What follows belongs to an exercise in optimizing a design on an open flow for small area; a production flow would make more cautious choices.
In this exercise RTL edits were held to simulation tests only and were not proved equivalent to the original.
Power is estimated from default activity; no workload was simulated.

// mips_register_file
module mips_register_file #(
  parameter int DATA_W = mips_pkg::DATA_W,
  parameter int ADDR_W = mips_pkg::REG_ADDR_W,
  parameter int NUM_REGS = mips_pkg::NUM_REGS
) (
  input  logic              clk,
  input  logic              rst_n,
  input  logic              reg_write,
  input  logic [ADDR_W-1:0] read_reg1,
  input  logic [ADDR_W-1:0] read_reg2,
  input  logic [ADDR_W-1:0] write_reg,
  input  logic [DATA_W-1:0] write_data,
  output logic [DATA_W-1:0] read_data1,
  output logic [DATA_W-1:0] read_data2
);
clock: 6.0 ns
lec_check: 0
cap_margin: 20
core_margin: 2
core_utilization: 40
setup_slack_margin: 0.1
slew_margin: 20
synth_hierarchical: 1
standard.sh (not shown) runs the stock make flow with config.mk's settings and CLKGATE_MAP_FILE= SYNTH_SCRIPT=/design/flow/synth_recipe.tcl, a recipe that flattens the netlist after the stock synthesis.
==> flow/flow/run.sh <==
#!/bin/bash
# Layout flow: the standard ORFS flow (standard.sh, unchanged synthesis), with two
# changes: the ports are buffered with buf_2 cells instead of the resizer's default pick,
# and the clock tree is built from clkbuf_16 clusters of up to 25 flip-flops without
# dummy loads. Each tool's log stays under orfs/logs; make's own output goes to make.log.
set -euo pipefail
export BUFFER_PORTS_ARGS="-buffer_cell sky130_fd_sc_hd__buf_2"
export CTS_ARGS="-sink_clustering_enable -repair_clock_nets -dont_use_dummy_load -buf_list sky130_fd_sc_hd__clkbuf_16 -sink_clustering_size 25 -sink_clustering_max_diameter 50"
bash standard.sh > make.log 2>&1
The first run produced a clean layout.
Change:
==> flow/flow/run.sh (replaced) <==
#!/bin/bash
# Layout flow: the standard ORFS flow (standard.sh, unchanged synthesis), with two
# changes: the ports are buffered with buf_1 cells instead of the resizer's default pick,
# and the clock tree is built from clkbuf_8 clusters of up to 16 flip-flops without
# dummy loads. Each tool's log stays under orfs/logs; make's own output goes to make.log.
set -euo pipefail
export BUFFER_PORTS_ARGS="-buffer_cell sky130_fd_sc_hd__buf_1"
export CTS_ARGS="-sink_clustering_enable -repair_clock_nets -dont_use_dummy_load -buf_list sky130_fd_sc_hd__clkbuf_8 -sink_clustering_size 16 -sink_clustering_max_diameter 70"
bash standard.sh > make.log 2>&1
--- a/flow/config.mk
+++ b/flow/config.mk
@@ -11 +10,0 @@
-export SETUP_SLACK_MARGIN = 0.1
After rerunning: The changed run finished with timing, DRC and antenna clean; routed wire length fell slightly; core utilization went down by 1.4 points; hold slack gains 0.0087 ns.
Change:
==> flow/run.sh (new file) <==
#!/bin/bash
# synth_recipe.tcl (not shown) runs the flow's synth.tcl, then flattens the netlist and writes it again
# the make line also repeats each setting of config.mk as NAME=value (left out here)
make -C /OpenROAD-flow-scripts/flow DESIGN_CONFIG=/design/flow/config.mk WORK_HOME=/design/flow/orfs CLKGATE_MAP_FILE= SYNTH_SCRIPT=/design/flow/synth_recipe.tcl finish
removed: flow/flow/run.sh
removed: flow/standard.sh
Effect: The new run completed, yet does not pass: negative setup slack. Non-clock buffer count is higher by 55. Global-route usage is about the same. Final area is higher by 9.3%. Power is higher by 23%.

== old ==
mips_register_file, a different RTL version from the one above (not shown whole).
For scale: about 3200 cells after synthesis, ~1000 flip-flops, about 110 I/O pins, ~0.039 mm2 of cells after synthesis.
clock: 6.0 ns
lec_check: 0
cap_margin: 5
core_margin: 2
core_utilization: 40
setup_slack_margin: 0.1
slew_margin: 5
synth_hierarchical: 1
==> flow/flow/run.sh <==
#!/bin/bash
# Layout flow: the standard ORFS flow (standard.sh, unchanged synthesis), with two
# changes: the ports are buffered with buf_2 cells instead of the resizer's default pick,
# and the clock tree is built from clkbuf_4 clusters of up to 9 flip-flops without
# dummy loads. Each tool's log stays under orfs/logs; make's own output goes to make.log.
set -euo pipefail
export BUFFER_PORTS_ARGS="-buffer_cell sky130_fd_sc_hd__buf_2"
export CTS_ARGS="-sink_clustering_enable -repair_clock_nets -dont_use_dummy_load -buf_list sky130_fd_sc_hd__clkbuf_4 -sink_clustering_size 9 -sink_clustering_max_diameter 60"
bash standard.sh > make.log 2>&1
### old -> new
- CAP_MARGIN now 20, was 5
- SLEW_MARGIN now 20, was 5
Notes after the runs:
Core occupancy in the finished layout: old vs new — no meaningful difference. Diff old -> new: cell count saw little to no change; final critical-path share of the clock period saw little to no change. Comparing new and old, critical path depth is lower on old. read_reg2[0] as the launching instance or port of the critical path was reported by new, and read_reg1[0] by old.

mips_register_file with an RTL version that a note above also has.
Size in the first run: ~3,200 cells after synthesis, roughly 1,000 flip-flops, ~110 I/O pins.
## mips_register_file
module mips_register_file #(
  parameter int DATA_W = mips_pkg::DATA_W,
  parameter int ADDR_W = mips_pkg::REG_ADDR_W,
  parameter int NUM_REGS = mips_pkg::NUM_REGS
) (
  input  logic              clk,
  input  logic              rst_n,
  input  logic              reg_write,
  input  logic [ADDR_W-1:0] read_reg1,
  input  logic [ADDR_W-1:0] read_reg2,
  input  logic [ADDR_W-1:0] write_reg,
  input  logic [DATA_W-1:0] write_data,
  output logic [DATA_W-1:0] read_data1,
  output logic [DATA_W-1:0] read_data2
);
  logic [NUM_REGS-1:1][DATA_W-1:0] regs;
  logic [NUM_REGS-1:1][DATA_W-1:0] nxt;
  logic [NUM_REGS-1:1] valid;
  logic [NUM_REGS-1:1] we, we_n;
  for (genvar i = 1; i < NUM_REGS; i++) begin : g_reg
    assign we[i] = reg_write && write_reg == ADDR_W'(i);
    assign we_n[i] = !we[i];
    for (genvar b = 0; b < DATA_W; b++) begin : g_bit
      rf_ao22 u_hold (.a1(we[i]), .a2(write_data[b]), .b1(we_n[i]), .b2(regs[i][b]), .y(nxt[i][b]));
    end
    always_ff @(posedge clk) regs[i] <= nxt[i];
  end
  always_ff @(posedge clk or negedge rst_n)
    if (!rst_n) valid <= '0;
    else valid <= valid | we;
  for (genvar p = 0; p < 2; p++) begin : g_port
    logic [ADDR_W-1:0] ra;
    logic [NUM_REGS-1:1] sel;
    logic [DATA_W-1:0] rd;
    assign ra = (p == 0) ? read_reg1 : read_reg2;
  ...
Settings: LEC_CHECK=0, CAP_MARGIN=20, CORE_MARGIN=2, CORE_UTILIZATION=40, CTS_BUF_LIST=sky130_fd_sc_hd__clkbuf_16, CTS_CLUSTER_DIAMETER=50, CTS_CLUSTER_SIZE=25, SETUP_SLACK_MARGIN=0.1, SLEW_MARGIN=20, SYNTH_HIERARCHICAL=1; clock period 6.0 ns.
run.sh (not shown) runs the stock make flow with config.mk's settings and CLKGATE_MAP_FILE= SYNTH_SCRIPT=/design/flow/synth_recipe.tcl, a recipe that flattens the netlist after the stock synthesis.
Stock flow here: none of the scripts above is used.
The first run went through all stages and came out clean.
Rerun with:
==> flow/flow/run.sh (new file) <==
#!/bin/bash
# Layout flow: the standard ORFS flow (standard.sh, unchanged synthesis), with two
# changes: the ports are buffered with buf_2 cells instead of the resizer's default pick,
# and the clock tree is built from clkbuf_4 clusters of up to 9 flip-flops without
# dummy loads. Each tool's log stays under orfs/logs; make's own output goes to make.log.
set -euo pipefail
export BUFFER_PORTS_ARGS="-buffer_cell sky130_fd_sc_hd__buf_2"
export CTS_ARGS="-sink_clustering_enable -repair_clock_nets -dont_use_dummy_load -buf_list sky130_fd_sc_hd__clkbuf_4 -sink_clustering_size 9 -sink_clustering_max_diameter 60"
bash standard.sh > make.log 2>&1
==> flow/standard.sh (new file) <==
#!/bin/bash
# synth_recipe.tcl (not shown) runs the flow's synth.tcl, then flattens the netlist and writes it again
# the make line also repeats each setting of config.mk as NAME=value (left out here)
make -C /OpenROAD-flow-scripts/flow DESIGN_CONFIG=/design/flow/config.mk WORK_HOME=/design/flow/orfs CLKGATE_MAP_FILE= SYNTH_SCRIPT=/design/flow/synth_recipe.tcl "${@:-finish}"
CTS_BUF_LIST = unset   (was sky130_fd_sc_hd__clkbuf_16)
CTS_CLUSTER_DIAMETER = unset   (was 50)
CTS_CLUSTER_SIZE = unset   (was 25)
removed: flow/run.sh
After rerunning:
- The changed run ran to the end with no violations
- area after synthesis does not change
- global-route usage increases by 0.36 points
- fmax increases by 13%
- synthesized cell count stays the same
- utilization goes down by 4.7 points
- via count is lower by 0.38%
- combinational power fell by about 7%
- power shrinks by about 20%

==> separate check: timing with driven ports <==
No port has a modelled driver above. Below, the same layouts with a new extraction and two added sets of constraints. Step 1 (the two cells are an assumption about what drives the block):
set clk [get_ports {clk}]
set_driving_cell -lib_cell sky130_fd_sc_hd__clkbuf_16 $clk
set_driving_cell -lib_cell sky130_fd_sc_hd__buf_2 [delete_from_list [all_inputs] $clk]
Step 2 times the ports against the registers' clock, not the clock port: input delays grow and output delays shrink by t, the midpoint of the rising clock arrivals with the driver on. Three values: ideal ports, drivers, drivers and shift; two values: the first two.
| run | t, ns | setup slack, ns | worst setup path at the end | clock arrival spread, ns |
|---|---|---|---|---|
| the first run of note 1 | 0.732 | 0.681 / 0.646 / 0.646 | input to output | 0.064 / 0.064 |
| the second run of note 1 | 0.798 | 0.524 / 0.493 / 0.493 | input to output | 0.065 / 0.065 |
| the third run of note 1 | 0.738 | -0.044 / -0.065 / -0.065 | input to output | 0.039 / 0.039 |
| old | 1.115 | 0.756 / 0.734 / 0.734 | input to output | 0.121 / 0.121 |
| new | 1.163 | 0.757 / 0.721 / 0.721 | input to output | 0.122 / 0.121 |
| the first run of note 3 | 0.762 | 0.059 / 0.024 / 0.024 | input to output | 0.047 / 0.047 |
| the second run of note 3 | 1.139 | 0.725 / 0.691 / 0.691 | input to output | 0.114 / 0.114 |
The setup slack of new, which loses most, moves by -0.036 ns with the drivers and by -0.036 ns with both steps.
